What follows belongs to an exercise in optimizing a design on an open flow for small area; a production flow would make more cautious choices. In this exercise RTL edits were held to simulation tests only and were not proved equivalent to the original. No activity file was given, so power comes from the tool's default toggle rates.

==> flow/design.v <==
package noc_pkg;
    localparam int flit_width    = 40;
    localparam int coord_width   = 2;                                
    localparam int payload_width = flit_width - 2 * coord_width;     
    typedef enum logic [2:0] {
        dir_local = 3'd0,
        dir_east  = 3'd1,
        dir_west  = 3'd2,
        dir_north = 3'd3,     
        dir_south = 3'd4
    } port_dir_e;
endpackage
`timescale 1ns/1ns
module log_read_mux #(
    parameter int rows  = 16,
    parameter int width = 44
) (
    input  logic [rows-1:0]            sel,
    input  logic [rows-1:0][width-1:0] row,
    output logic [width-1:0]           q
);
    localparam int groups = (rows + 2) / 3;
    logic [groups-1:0][width-1:0] part_n;
    for (genvar g = 0; g < groups; g++) begin : g_group
        if (3 * g + 2 < rows) begin : g_three
            log_aoi3 #(.width(width)) u_aoi (
                .s0(sel[3*g]),   .a0(row[3*g]),
                .s1(sel[3*g+1]), .a1(row[3*g+1]),
                .s2(sel[3*g+2]), .a2(row[3*g+2]),
                .y(part_n[g])
            );
        end else if (3 * g + 1 < rows) begin : g_two
            log_aoi3 #(.width(width)) u_aoi (
                .s0(sel[3*g]),   .a0(row[3*g]),
                .s1(sel[3*g+1]), .a1(row[3*g+1]),
                .s2(1'b0),       .a2('0),
                .y(part_n[g])
            );
        end else begin : g_one
            assign part_n[g] = ~({width{sel[3*g]}} & row[3*g]);
        end
    end
    always_comb begin
        q = '0;
        for (int g = 0; g < groups; g++) q = q | ~part_n[g];
    end
endmodule
module log_aoi3 #(
    parameter int width = 44
) (
    input  logic             s0,
    input  logic [width-1:0] a0,
    input  logic             s1,
    input  logic [width-1:0] a1,
    input  logic             s2,
    input  logic [width-1:0] a2,
    output logic [width-1:0] y
);
    assign y = ~(({width{s0}} & a0) | ({width{s1}} & a1) | ({width{s2}} & a2));
endmodule
`timescale 1ns/1ns
module mesh_top #(
    parameter int mesh_cols   = 4,
    parameter int mesh_rows   = 4,
    parameter int count_width = 8
) (
    input  logic                                   clk,
    input  logic                                   reset,
    input  logic                                   in_valid,
    input  logic [noc_pkg::coord_width-1:0]        in_dest_x,
    input  logic [noc_pkg::coord_width-1:0]        in_dest_y,
    input  logic [noc_pkg::payload_width-1:0]      in_payload,
    output logic [count_width-1:0]                 injected_count,
    input  logic                                   rd_req,
    input  logic [$clog2(mesh_cols*mesh_rows)-1:0] rd_node,
    output logic                                   rd_valid,
    output logic [count_width-1:0]                 rd_count,
    output logic [noc_pkg::payload_width-1:0]      rd_checksum
);
    localparam int payload_width = noc_pkg::payload_width;
    localparam int node_count    = 16;
    localparam int depth         = 8;
    always_ff @(posedge clk) begin
        if (reset)         injected_count <= '0;
        else if (in_valid) injected_count <= injected_count + 1'b1;
    end
    logic [payload_width-1:0] pay [depth];
    always_ff @(posedge clk) begin
        pay[0] <= in_payload;
        for (int k = 1; k < depth; k++) pay[k] <= pay[k-1];
    end
    logic       v0, v1;           
    logic [1:0] x0, y0, x1, y1;
    logic [3:0] xy2, xy3, xy4, xy5;  
    logic       a6, b6;           
    logic       v7;               
    always_ff @(posedge clk) begin
        x0 <= in_dest_x;
        y0 <= in_dest_y;
        x1 <= x0;
        y1 <= y0;
        if (reset) begin
            v0  <= 1'b0;
            v1  <= 1'b0;
            xy2 <= '0;
            xy3 <= '0;
            xy4 <= '0;
            xy5 <= '0;
            a6  <= 1'b0;
            b6  <= 1'b0;
            v7  <= 1'b0;
        end else begin
            v0  <= in_valid;
            v1  <= v0;
            xy2 <= v1 ? {x1, y1} : 4'd0;     
            xy3 <= xy2;
            xy4 <= xy3;
            xy5 <= xy4;
            a6  <= xy5[3:2] == 2'd3 && xy5[1];
            b6  <= xy5[1:0] == 2'd3 && xy5[3];
            v7  <= a6 && b6;
        end
    end
    logic [node_count-1:0]    hit;
    logic [payload_width-1:0] hit_pay [node_count];
    always_comb begin
        for (int n = 0; n < node_count; n++) begin
            hit[n]     = 1'b0;
            hit_pay[n] = pay[1 + n % 4 + n / 4];
        end
        hit[0] = v1 && x1 == 2'd0 && y1 == 2'd0;
        for (int n = 1; n < node_count; n++) begin
            case (n % 4 + n / 4)
                1: hit[n] = xy2 == {2'(n % 4), 2'(n / 4)};
                2: hit[n] = xy3 == {2'(n % 4), 2'(n / 4)};
                3: hit[n] = xy4 == {2'(n % 4), 2'(n / 4)};
                4: hit[n] = xy5 == {2'(n % 4), 2'(n / 4)};
                default: ;
            endcase
        end
        hit[11] = a6 && !b6;    
        hit[14] = b6 && !a6;    
        hit[15] = v7;           
    end
    logic [count_width-1:0]   count_q    [node_count];
    logic [payload_width-1:0] checksum_q [node_count];
    always_ff @(posedge clk) begin
        for (int n = 0; n < node_count; n++) begin
            if (reset) begin
                count_q[n]    <= '0;
                checksum_q[n] <= '0;
            end else if (hit[n]) begin
                count_q[n]    <= count_q[n] + 1'b1;
                checksum_q[n] <= checksum_q[n] ^ hit_pay[n];
            end
        end
    end
    logic [node_count-1:0]                                rd_sel;
    logic [node_count-1:0][count_width+payload_width-1:0] rd_row;
    logic [count_width+payload_width-1:0]                 rd_data;
    always_comb begin
        for (int n = 0; n < node_count; n++) begin
            rd_sel[n] = rd_node == 4'(n);
            rd_row[n] = {count_q[n], checksum_q[n]};
        end
    end
    log_read_mux #(
        .rows(node_count), .width(count_width + payload_width)
    ) u_rd_mux (
        .sel(rd_sel), .row(rd_row), .q(rd_data)
    );
    always_ff @(posedge clk) begin
        rd_valid <= rd_req && !reset;
        {rd_count, rd_checksum} <= rd_data;
    end
endmodule
==> flow/config.mk <==
export PLATFORM = sky130hd
export DESIGN_NAME = mesh_top
export DESIGN_NICKNAME = mesh_top
export VERILOG_FILES = /design/flow/design.v
export SDC_FILE = /design/flow/constraint.sdc
export NUM_CORES = 4
export LEC_CHECK = 0
export CAP_MARGIN = 20
export CORE_MARGIN = 2
export CORE_UTILIZATION = 55
export CTS_CLUSTER_DIAMETER = 80
export CTS_CLUSTER_SIZE = 30
export PLACE_DENSITY = 0.65
export SLEW_MARGIN = 20
export SYNTH_HIERARCHICAL = 1
==> flow/constraint.sdc <==
create_clock -name core_clock -period 5.0 [get_ports {clk}]
set_input_delay 1.0000 -clock core_clock [delete_from_list [all_inputs] [get_ports {clk}]]
set_output_delay 1.0000 -clock core_clock [all_outputs]
set_load 0.01 [all_outputs]
standard.sh (not shown) runs the stock make flow with config.mk's settings and CLKGATE_MAP_FILE= SYNTH_SCRIPT=/design/flow/synth_recipe.tcl, a recipe that flattens the netlist after the stock synthesis.
==> flow/flow/run.sh <==
#!/bin/bash
# Own layout flow: the standard flow (standard.sh) with two changes.
#  1. Synthesis is the standard synthesis script (synth_recipe.tcl, which
#     sources ORFS's synth.tcl), except that Yosys's abc pass gets the
#     area-oriented script flow/area.abc in place of ORFS's abc_speed.script.
#     Everything else, including flip-flop mapping, flattening and renaming,
#     is unchanged, so the registers are the standard synthesis's.
#  2. Port buffers are sky130_fd_sc_hd__buf_1 instead of ORFS's default pick.
# Each tool's output goes to a log file in this folder (flow_*.log) and
# ORFS's own per-step logs stay under orfs/logs/.
set -euo pipefail
W=$(pwd)
F=$W/flow

# ORFS's synth.tcl with the abc script swapped, right after the preamble
# that defines abc_args
awk -v abc="$F/area.abc" '
  { print }
  /^source \$::env\(SCRIPTS_DIR\)\/synth_preamble.tcl/ {
    print "set abc_args [lreplace $abc_args 1 1 " abc "]"; n++
  }
  END { if (n != 1) exit 1 }
' "$FLOW_HOME/scripts/synth.tcl" > "$W/flow_orfs_synth.tcl"

# The standard flow's synthesis script, sourcing the patched copy
awk -v s="$W/flow_orfs_synth.tcl" '
  /^source \$::env\(SCRIPTS_DIR\)\/synth.tcl$/ { print "source " s; n++; next }
  { print }
  END { if (n != 1) exit 1 }
' "$W/synth_recipe.tcl" > "$W/flow_synth.tcl"

bash "$W/standard.sh" \
  "SYNTH_SCRIPT=$W/flow_synth.tcl" \
  "BUFFER_PORTS_ARGS=-buffer_cell sky130_fd_sc_hd__buf_1" \
  finish > "$W/flow_make.log" 2>&1
test -s "$W/out/final.def"
==> flow/flow/area.abc <==
strash
dc2
dch
map -a
amap
topo
The starting point completed without violations.
==> next run, changes <==
==> flow/flow/area.abc (replaced) <==
strash
dc2
dch
amap
strash
dch
amap
topo
- CORE_UTILIZATION: 55 -> 80
- PLACE_DENSITY: 0.65 -> 0.88
The new run finished clean.
Flip-flop and latch count does not change.
Synthesized cell count drops by a few percent.
Die area drops by a quarter to a third.
Worst setup slack loses 320 ps.
Utilization climbs by 27 points.
Count of clock-buffer cells in the layout drops by 7.
Non-clock buffer count drops by 4.

zinc:
Another version of the RTL of mesh_top (not shown whole).
Size: roughly 4300 cells after synthesis, about 100 I/O pins.
## mesh_top
module mesh_top #(
    parameter int mesh_cols   = 4,
    parameter int mesh_rows   = 4,
    parameter int count_width = 8
) (
    input  logic                                   clk,
    input  logic                                   reset,
    input  logic                                   in_valid,
    input  logic [noc_pkg::coord_width-1:0]        in_dest_x,
    input  logic [noc_pkg::coord_width-1:0]        in_dest_y,
    input  logic [noc_pkg::payload_width-1:0]      in_payload,
    output logic [count_width-1:0]                 injected_count,
    input  logic                                   rd_req,
    input  logic [$clog2(mesh_cols*mesh_rows)-1:0] rd_node,
    output logic                                   rd_valid,
    output logic [count_width-1:0]                 rd_count,
    output logic [noc_pkg::payload_width-1:0]      rd_checksum
);
export LEC_CHECK = 0
export CAP_MARGIN = 20
export CORE_MARGIN = 2
export CORE_UTILIZATION = 55
export CTS_CLUSTER_DIAMETER = 80
export CTS_CLUSTER_SIZE = 30
export PLACE_DENSITY = 0.65
export SLEW_MARGIN = 20
export SYNTH_HIERARCHICAL = 1
create_clock -name core_clock -period 5.0 [get_ports {clk}]
run.sh (not shown) runs the stock make flow with config.mk's settings and CLKGATE_MAP_FILE= SYNTH_SCRIPT=/design/flow/synth_recipe.tcl, a recipe that flattens the netlist after the stock synthesis.
Stock flow here: none of the scripts above is used.
zinc | stages: all done | timing, DRC, antenna: all pass
Edits applied to the flow inputs when going from zinc to cedar:
diff --git a/flow/config.mk b/flow/config.mk
--- a/flow/config.mk
+++ b/flow/config.mk
@@ -9,6 +9,4 @@
 export CORE_MARGIN = 2
 export CORE_UTILIZATION = 55
-export CTS_CLUSTER_DIAMETER = 80
-export CTS_CLUSTER_SIZE = 30
 export PLACE_DENSITY = 0.65
 export SLEW_MARGIN = 20
Results
cedar: flow completed, timing, DRC and antenna clean. cedar vs. zinc: pin slew with the least headroom to its limit went up by 0.0046 ns. cedar ended with more clock insertion delay at the later pin of the skew report than zinc. Diff zinc -> cedar: share of total power in sequential cells shows a reduction of 13 points; ratio of final minimum period to clock period flat; minimum setup slack in the final design climbed 0.0036 ns; clock power went up about 70%. Diff cedar..zinc | total die area | unchanged.
Changes in harbor relative to cedar:
diff --git a/flow/config.mk b/flow/config.mk
--- a/flow/config.mk
+++ b/flow/config.mk
@@ -9,4 +9,6 @@
 export CORE_MARGIN = 2
 export CORE_UTILIZATION = 55
+export CTS_BUF_LIST = sky130_fd_sc_hd__clkbuf_4 sky130_fd_sc_hd__clkbuf_8
+export CTS_CLUSTER_SIZE = 20
 export PLACE_DENSITY = 0.65
 export SLEW_MARGIN = 20
## What came out
In the metrics for cedar and harbor, the one carrying the lower global-route usage is cedar.
Comparing number of global-route vias before repair for cedar and harbor, the smaller number came from cedar.
Comparing cedar with harbor, the share of total power in combinational logic came out essentially unchanged.
harbor ends up with a share of the clock period used by the worst path after layout that is 2.8 points lower than in cedar.
Re sum of net half-perimeters after detailed placement: no difference whatsoever between cedar and harbor.
Of cedar and harbor, the run reporting the higher initial antenna violation count was harbor.
harbor reports a higher maximum achievable frequency than cedar does.
Of the two candidates, cedar has the worse total power and harbor the better one.
Register-to-register slack essentially unchanged between cedar and harbor.

[afterwards: timing with drivers on the ports]
The flow's constraints put no driver on any port. The routed layouts listed below were extracted and timed again, unchanged, in two steps.
Step 1: set_driving_cell puts a clkbuf_16 on clk and a buf_2 on each other input, an assumption about the parent block.
Step 2 times the ports against the registers' clock, not the clock port: input delays grow and output delays shrink by t, the midpoint of the rising clock arrivals with the driver on.
Slacks: no drivers / after step 1 / after step 2; pairs: no drivers / after step 1.
run | t, ns | setup WS [ns] | hold WS [ns]
the first run of note 1 | 0.694 | 2.244 / 2.278 / 1.584 | 0.332 / 0.332 / 0.332
the second run of note 1 | 0.684 | 1.921 / 1.921 / 1.628 | 0.336 / 0.336 / 0.336
zinc | 0.701 | 1.776 / 1.816 / 1.115 | 0.321 / 0.321 / 0.321
cedar | 0.736 | 1.780 / 1.830 / 1.095 | 0.319 / 0.319 / 0.319
harbor | 0.878 | 1.918 / 1.961 / 1.083 | 0.311 / 0.311 / 0.311
After both steps setup and hold are still met in every run listed. For harbor, which loses most, drivers alone change the setup slack by +0.043 ns; drivers and shift together by -0.835 ns.
